This is an optimization exercise on Yosys and OpenROAD, whose aim is small area, a short achievable clock period and few clock cycles per item, not a production implementation.
Function was checked by simulation only, so behaviour that the tests miss may differ from the original.

==> flow/design.v (outline; a module is shown in full before it is edited, if it fits) <==
// module seven_segment_mux_scanner: 863 lines
module seven_segment_mux_scanner (
  input  logic                         clk_i,
  input  logic                         rst_ni,
  input  logic                         item_valid_i,
  output logic                         item_ready_o,
  input  logic                         item_req_type_i,
  input  logic [ssms_pkg::NumberW-1:0] item_number_i,
  input  logic [ssms_pkg::PointW-1:0]  item_point_index_i,
  output logic                         res_valid_o,
  input  logic                         res_ready_i,
  output logic [ssms_pkg::SegW-1:0]    res_segment_levels_o,
  output logic [ssms_pkg::EnableW-1:0] res_digit_enable_levels_o,
  output logic [ssms_pkg::PosW-1:0]    res_active_position_o,
  input  logic                         psel,
  input  logic                         penable,
  input  logic                         pwrite,
  input  logic [ssms_pkg::AddrW-1:0]   paddr,
  input  logic [ssms_pkg::DataW-1:0]   pwdata,
  output logic [ssms_pkg::DataW-1:0]   prdata,
  output logic                         pready
);
  // ...
==> flow/flow/run.sh <==
#!/bin/bash
# Layout flow: the standard flow (standard.sh) with two changes:
#  - ports are buffered with the cell named in flow/port_buffer.txt (when present)
#    instead of the cell the resizer picks by default; every port still gets a buffer;
#  - when flow/abc_map.script is present, the combinational logic of the standard
#    synthesis is re-mapped with that ABC script (same Yosys script otherwise). The
#    registers (names, count, cell types) are compared with the standard synthesis;
#    if they differ in any way the standard netlist is used unchanged.
# Each tool's output goes to a log file of its own in this folder.
set -uo pipefail
HERE=$(pwd)
RES=$HERE/orfs/results/$FLOW_PLATFORM/seven_segment_mux_scanner/base
EXTRA=()
if [[ -f flow/port_buffer.txt ]]; then
  EXTRA+=("BUFFER_PORTS_ARGS=-buffer_cell $(tr -d ' \n' < flow/port_buffer.txt)")
fi

bash standard.sh "${EXTRA[@]}" synth > $HERE/log_standard_synth.txt 2>&1 || exit 1
cp $RES/1_2_yosys.v $HERE/standard_1_2_yosys.v

# 2. the same synthesis with the ABC script replaced
if [[ -f flow/abc_map.script ]]; then
  MAKELINE=$(grep '^make ' standard.sh)
  {
    echo 'proc abc {args} {'
    echo '  set i [lsearch -exact $args -script]'
    echo "  if {\$i >= 0} { lset args [expr {\$i + 1}] $HERE/flow/abc_map.script }"
    echo '  yosys abc {*}$args'
    echo '}'
    cat synth_recipe.tcl
  } > $HERE/my_synth.tcl
  MYLINE=$(echo "$MAKELINE" | sed -e "s#WORK_HOME=[^ ]*#WORK_HOME=$HERE/orfs_my#" -e "s#SYNTH_SCRIPT=[^ ]*#SYNTH_SCRIPT=$HERE/my_synth.tcl#" -e 's#"\${@:-finish}"#synth#')
  eval "$MYLINE" > $HERE/log_my_synth.txt 2>&1
  MYRES=$HERE/orfs_my/results/$FLOW_PLATFORM/seven_segment_mux_scanner/base
  regs() { grep -E '^\s*sky130_fd_sc_hd__(df|edf|sdf|dl)[a-z0-9_]*\s' "$1" | awk '{print $1, $2}' | sed -E 's/_[0-9]+ / /' | sort; }
  if [[ -f $MYRES/1_2_yosys.v ]] && diff <(regs $HERE/standard_1_2_yosys.v) <(regs $MYRES/1_2_yosys.v) > $HERE/log_reg_diff.txt \
     && [[ $(regs $HERE/standard_1_2_yosys.v | wc -l) -gt 0 ]]; then
    echo "registers match; using the re-mapped netlist" > $HERE/log_choice.txt
    cp $MYRES/1_2_yosys.v $RES/1_2_yosys.v
    rm -f $RES/1_synth.odb $RES/1_synth.sdc
  else
    echo "registers differ; using the standard netlist" > $HERE/log_choice.txt
  fi
fi

# 3. the rest of the standard flow
bash standard.sh "${EXTRA[@]}" finish > $HERE/log_standard_finish.txt 2>&1
==> flow/flow/port_buffer.txt <==
sky130_fd_sc_hd__buf_1
==> flow/standard.sh <==
#!/bin/bash
# synth_recipe.tcl (not shown) runs the flow's synth.tcl, then flattens the netlist and writes it again
# the make line also repeats each setting of config.mk as NAME=value (left out here)
make -C /OpenROAD-flow-scripts/flow DESIGN_CONFIG=/design/flow/config.mk WORK_HOME=/design/flow/orfs CLKGATE_MAP_FILE= SYNTH_SCRIPT=/design/flow/synth_recipe.tcl "${@:-finish}"
==> flow/config.mk <==
export PLATFORM = sky130hd
export DESIGN_NAME = seven_segment_mux_scanner
export DESIGN_NICKNAME = seven_segment_mux_scanner
export VERILOG_FILES = /design/flow/design.v
export SDC_FILE = /design/flow/constraint.sdc
export NUM_CORES = 4
export LEC_CHECK = 0
export ABC_AREA = 1
export CAP_MARGIN = 20
export CORE_MARGIN = 2
export CORE_UTILIZATION = 40
export CTS_BUF_LIST = sky130_fd_sc_hd__clkbuf_16
export CTS_CLUSTER_DIAMETER = 100
export CTS_CLUSTER_SIZE = 20
export PLACE_DENSITY = 0.6
export SETUP_SLACK_MARGIN = 2.0
export SLEW_MARGIN = 20
export TNS_END_PERCENT = 0
==> flow/constraint.sdc <==
create_clock -name core_clock -period 4.5 [get_ports {clk_i}]
set_input_delay 0.9000 -clock core_clock [delete_from_list [all_inputs] [get_ports {clk_i}]]
set_output_delay 0.9000 -clock core_clock [all_outputs]
set_load 0.01 [all_outputs]
==> run_results.csv, run 1 <==
group,metric,value,unit
cts,cts_buffer_depth,3,
drt,drcViolationCount,0,
sta,maxClockFrequency,0.401,GHz
cells_and_area,flops_and_latches,280,
drt,wl,38000,um
synthesis,synth_xor_area_share,0.850,%
synthesis,avgSynthCellArea,7.01,um2
critical_path,slowest_stage,"buf_12",
cells_and_area,multi_input_area,9800,um2
cells_and_area,seq-cell-share,38.1,%
global_routing,grt_usage,15.2,%
cells_and_area,regArea,8060,um2
sta,final.setup_skew,22.5,ps
critical_path,critPathMaxFanout,36,
synthesis,yosys.area.top_type,"edfxtp_1",
critical_path,path_class,"input port to output port",
synthesis,muxShareOfSynthArea,0,%
critical_path,critPathBufInv,4,
synthesis,yosys-top-cells-area,"edfxtp_1 (33%), nand2_1 (15%), nand3_1 (8.5%)",
synthesis,async_flop_share,22.9,%
synthesis,yosysUniqueCellTypes,48,
drt,drt_iter0_markers,940,
synthesis,synth_cells,2796,
cells_and_area,nNonClkInverters,434,
outcome,status,"timing/DRC/antenna clean",
cells_and_area,clock_area_share,2.44,%
cells_and_area,fin_area,21200,um2
drt,met1_length,17900,um
global_routing,overflow,0,
global_routing,met2_usage,28.2,%
synthesis,yosys.area_share.adder,0.894,%
synthesis,synth_commonest_cells,"nand2_1 (767), inv_1 (389), nand3_1 (333)",
drt,ant_nets,0,
Testbench counts, summed over its fixed seeds: cycles 9,792, items 9,600.
==> inputs of run 2 (changes only) <==
--- a/flow/design.v
+++ b/flow/design.v
@@ -39,33 +39,29 @@
   logic [7:0]      held_q;
   logic [7:0]      en_q;
   logic            lit_q;
   logic            res_valid_q;
   logic       adv_w;
   logic       cfg_wr_w;
   logic [1:0] cfg_idx_w;
   logic [3:0] rd_w;
-  logic [3:0] rd_q;
   assign pready    = 1'b1;
   assign cfg_idx_w = paddr[3:2];
   assign cfg_wr_w  = psel && penable && pwrite;
   always_comb begin
     rd_w = '0;
     case (cfg_idx_w)
       2'd0: rd_w    = num_digits_q;
       2'd1: rd_w[0] = seg_act_high_q;
       2'd2: rd_w[0] = en_act_high_q;
       default: rd_w[0] = scan_en_q;
     endcase
   end
-  always_ff @(posedge clk_i) begin
-    rd_q <= rd_w;
-  end
-  assign prdata = {28'd0, rd_q};
+  assign prdata = {28'd0, rd_w};
   always_ff @(posedge clk_i or negedge rst_ni) begin
     if (!rst_ni) begin
       num_digits_q   <= 4'd4;
       seg_act_high_q <= 1'b1;
       en_act_high_q  <= 1'b0;
       scan_en_q      <= 1'b0;
     end else if (cfg_wr_w) begin
       case (cfg_idx_w)
--- a/flow/config.mk
+++ b/flow/config.mk
@@ -10,9 +10,8 @@
 export CORE_MARGIN = 2
 export CORE_UTILIZATION = 40
 export CTS_BUF_LIST = sky130_fd_sc_hd__clkbuf_16
 export CTS_CLUSTER_DIAMETER = 100
 export CTS_CLUSTER_SIZE = 20
 export PLACE_DENSITY = 0.6
 export SETUP_SLACK_MARGIN = 2.0
 export SLEW_MARGIN = 20
-export TNS_END_PERCENT = 0
==> run_results.csv, run 2 <==
group,metric,value,unit
floorplanning,rows,80,
drt,drt_iter0_markers,940,
global_routing,grt_max_degree,73,
cells_and_area,finish.utilization,45.4,%
synthesis,synth_ff_type,"edfxtp_1",
sta,hold_viol,0,
cts,htree_levels,1,
cts,cts_hold_buf,0,
synthesis,ys_seq_area_share,40.9,%
synthesis,synth_top_family_by_area,"simple AND/OR/NAND/NOR gates",
placed_design,post-place-ws,1210,ps
global_routing,overflow,0,
synthesis,synthesis.area,19500,um2
synthesis,async_flop_share,23.2,%
sta,maxClockFrequency,0.409,GHz
synthesis,yosys-top-cells-area,"edfxtp_1 (33%), nand2_1 (16%), nand3_1 (8.3%)",
cells_and_area,largest_reg_flops,32,
synthesis,synth_cells,2822,
global_routing,grt_pass1_vias,16214,
sta,hold_ws,404,ps
cts,cts_buffer_depth,3,
drt,wire_per_inst,11.3,um
synthesis,avgSynthCellArea,6.90,um2
placed_design,place_hpwl,28800,um
floorplanning,core,47900,um2
synthesis,ys_warn_count,1,
cells_and_area,regMostFlops,"digit_q",
drt,wl,40400,um
global_routing,antenna_found_initial,0,
drt,viasPerCell,4.97,
flow_run,cap_violations,0,
synthesis,synth_xor_area_share,0.854,%
floorplanning,die_h,225,um
drt,dr.pass1.iters,5,
placed_design,io_buffers,74,
critical_path,cp.required,3600,ps
floorplanning,die_w,225,um
min_path,worstHoldStart,"b2_q[15]$_DFFE_PN_",
cells_and_area,area_growth,11.6,%
sta,drv_slew,0,
floorplanning,io_pins,134,
outcome,status,"timing/DRC/antenna clean",
sta,finalCritPeriodShare,54.3,%
cts,clock-sinks,276,
cts,cts_buffers,18,
sta,fin_ws,2060,ps
cells_and_area,layout_common_cells,"nand2_1 (802), inv_1 (371), nor2_1 (324)",
synthesis,synth_commonest_cells,"nand2_1 (817), inv_1 (375), nor2_1 (363)",
sta,worst_pin_slew,838,ps
min_path,hold_path.class,"register to register",
drt,vias,17743,
floorplanning,initial_core_util,40.6,%
sta,finalCriticalPeriod,2440,ps
drt,drcViolationCount,0,
critical_path,reg2reg_from,"nxt_q[0]$_DFF_PN1_",
cells_and_area,top_regs,"digit_q: 32 flops, b1_q: 25 flops, b2_q: 20 flops",
critical_path,cp-startpoint,"paddr[3]",
synthesis,yosys.area_share.adder,0.899,%
floorplanning,dieArea,50500,um2
global_routing,grt_pass1_wl,67700,um
synthesis,synth_compound_area_share,13.2,%
synthesis,yosysMostFrequentCell,"nand2_1",
sta,finalSetupViolCount,0,
critical_path,arrival,1540,ps
drt,ant_nets,0,
synthesis,synth_edf_count,212,
cells_and_area,final_nets,3041,
placed_design,place.gp.congestion,0.816,
critical_path,path_class,"input port to output port",
synthesis,yosysUniqueCellTypes,52,
sta,max_slew_margin,44.2,%
sta,rsz0062_at_grt,"true",
cells_and_area,diodes,0,
global_routing,grt_usage,15.3,%
synthesis,synthSimpleGateAreaFrac,34.8,%
critical_path,startpoint_type,"input port",
cells_and_area,layout_commonest_cell,"nand2_1",
synthesis,synth_seq_cells,276,
critical_path,cp-end-kind,"output port",
cts,cts_tree,"yes",
cells_and_area,drive_gt1_share,11.4,%
cts,root_buffer,"clkbuf_16",
cts,clk-insertion-delay-late,540,ps
sta,final.setup_skew,17.3,ps
critical_path,critPathMaxFanout,5,
sta,tns,0,ps
synthesis,yosys.area.top_type,"edfxtp_1",
cts,clkSlewWorstSetupHoldPaths,90,ps
synthesis,yosysTopAreaCellShare,32.7,%
synthesis,muxShareOfSynthArea,0,%
## run 2: changes by cell type after synthesis, sizes merged, moves of 6 or more
cell   delta
nand4     -6
a21oi    +11
nand2    +33
nor2     +30
inv      -22
nand3    -14
## run 2: logic make-up (layout without fill, tap and decap cells)
kind of cell,count (synthesis),count (layout)
adder cells (fa/ha/maj),14,14
AND/OR/NAND/NOR,1613,1613
buffers and inverters,445,550
AO/OA/AOI/OAI,453,453
flip-flops,276,276
XOR/XNOR,19,19
other,2,29
## run 2: through the flow
step	area [um2]	std cells
global route	21800	3569
global placement	20400	3502
floorplan	19600	2849
detailed placement	20400	3502
finish	21800	3569
CTS	21000	3536
## run 2: metal layers
metal / part of all wire [%] / global-route usage, % / up-vias
li1: - / - / 9442
met1: 47 / 19.2 / 8073
met2: 49 / 28.1 / 197
met3: 2.4 / 1.74 / 31
met4: 1.6 / 3.35 / 0
met5: 0 / 0 / -
## run 2: worst paths after layout
| kind | to | slack, ps | cells after the start |
|---|---|---|---|
| worst min register to register | g3_0_q[0]$_DFFE_PN_ | 400 | 0 |
| worst max register to register | held_q[3]$_DFFE_PN0P_ | 2130 | 14 |
| worst max-delay path | prdata[2] | 2060 | 5 |
| max in group asynchronous | point_q[0]$_DFFE_PN1P_ | 3100 | 2 |
| worst min-delay path | g3_0_q[0]$_DFFE_PN_ | 400 | 0 |
| min in group asynchronous | held_q[6]$_DFFE_PN0P_ | 420 | 1 |
## run 2: critical path, cell delays in order
cell	delay (ps)
clkbuf_2	140
nor2_4	150
inv_1	80
nor2_1	110
buf_1	160
## run 2: repair_timing
item | 4_1_cts | 5_1_grt
pin swaps | 1 | 20
setup endpoints to repair | 19 | 100
setup buffers | 4 | 31
gates cloned | 3 | 2
gates resized for setup | 10 | 179
## run 2: cell type report
type	count	area (um2)
well taps	615	769
clock buffers	19	475
inverters	407	1560
clock inverters	8	45.0
multi-input cells	2128	10300
repair inverters	5	53.8
repair buffers	111	583
fillers	4660	26200
flip-flops and latches	276	7980
Testbench counts of run 2, summed over its fixed seeds: cycles 9,792, items 9,600.

[afterwards: timing with drivers on the ports]
How much do the figures lean on ideal ports? The routed layouts below were timed once more, with nothing changed but the port constraints. Step 1 assumes that a clkbuf_16 drives the clock port and a buf_2 every other input. Step 2, shift: input delay + t, output delay - t, t = (earliest + latest rising clock arrival at the registers) / 2. This alone moves slack from input paths to output paths. Slacks: ideal ports / drivers / drivers and shift; pairs: ideal ports / drivers.
run	t (ns)	setup WS [ns]	hold WS [ns]	slew at the worst register clock pin (ns)
run 1	0.575	2.006 / 1.986 / 1.496	0.413 / 0.413 / 0.413	0.10 / 0.10
run 2	0.581	2.057 / 2.037 / 1.670	0.404 / 0.386 / 0.404	0.09 / 0.09
After both steps every run listed still meets setup and hold. The setup slack of run 1, which loses most, moves by -0.020 ns with the drivers and by -0.510 ns with both steps.
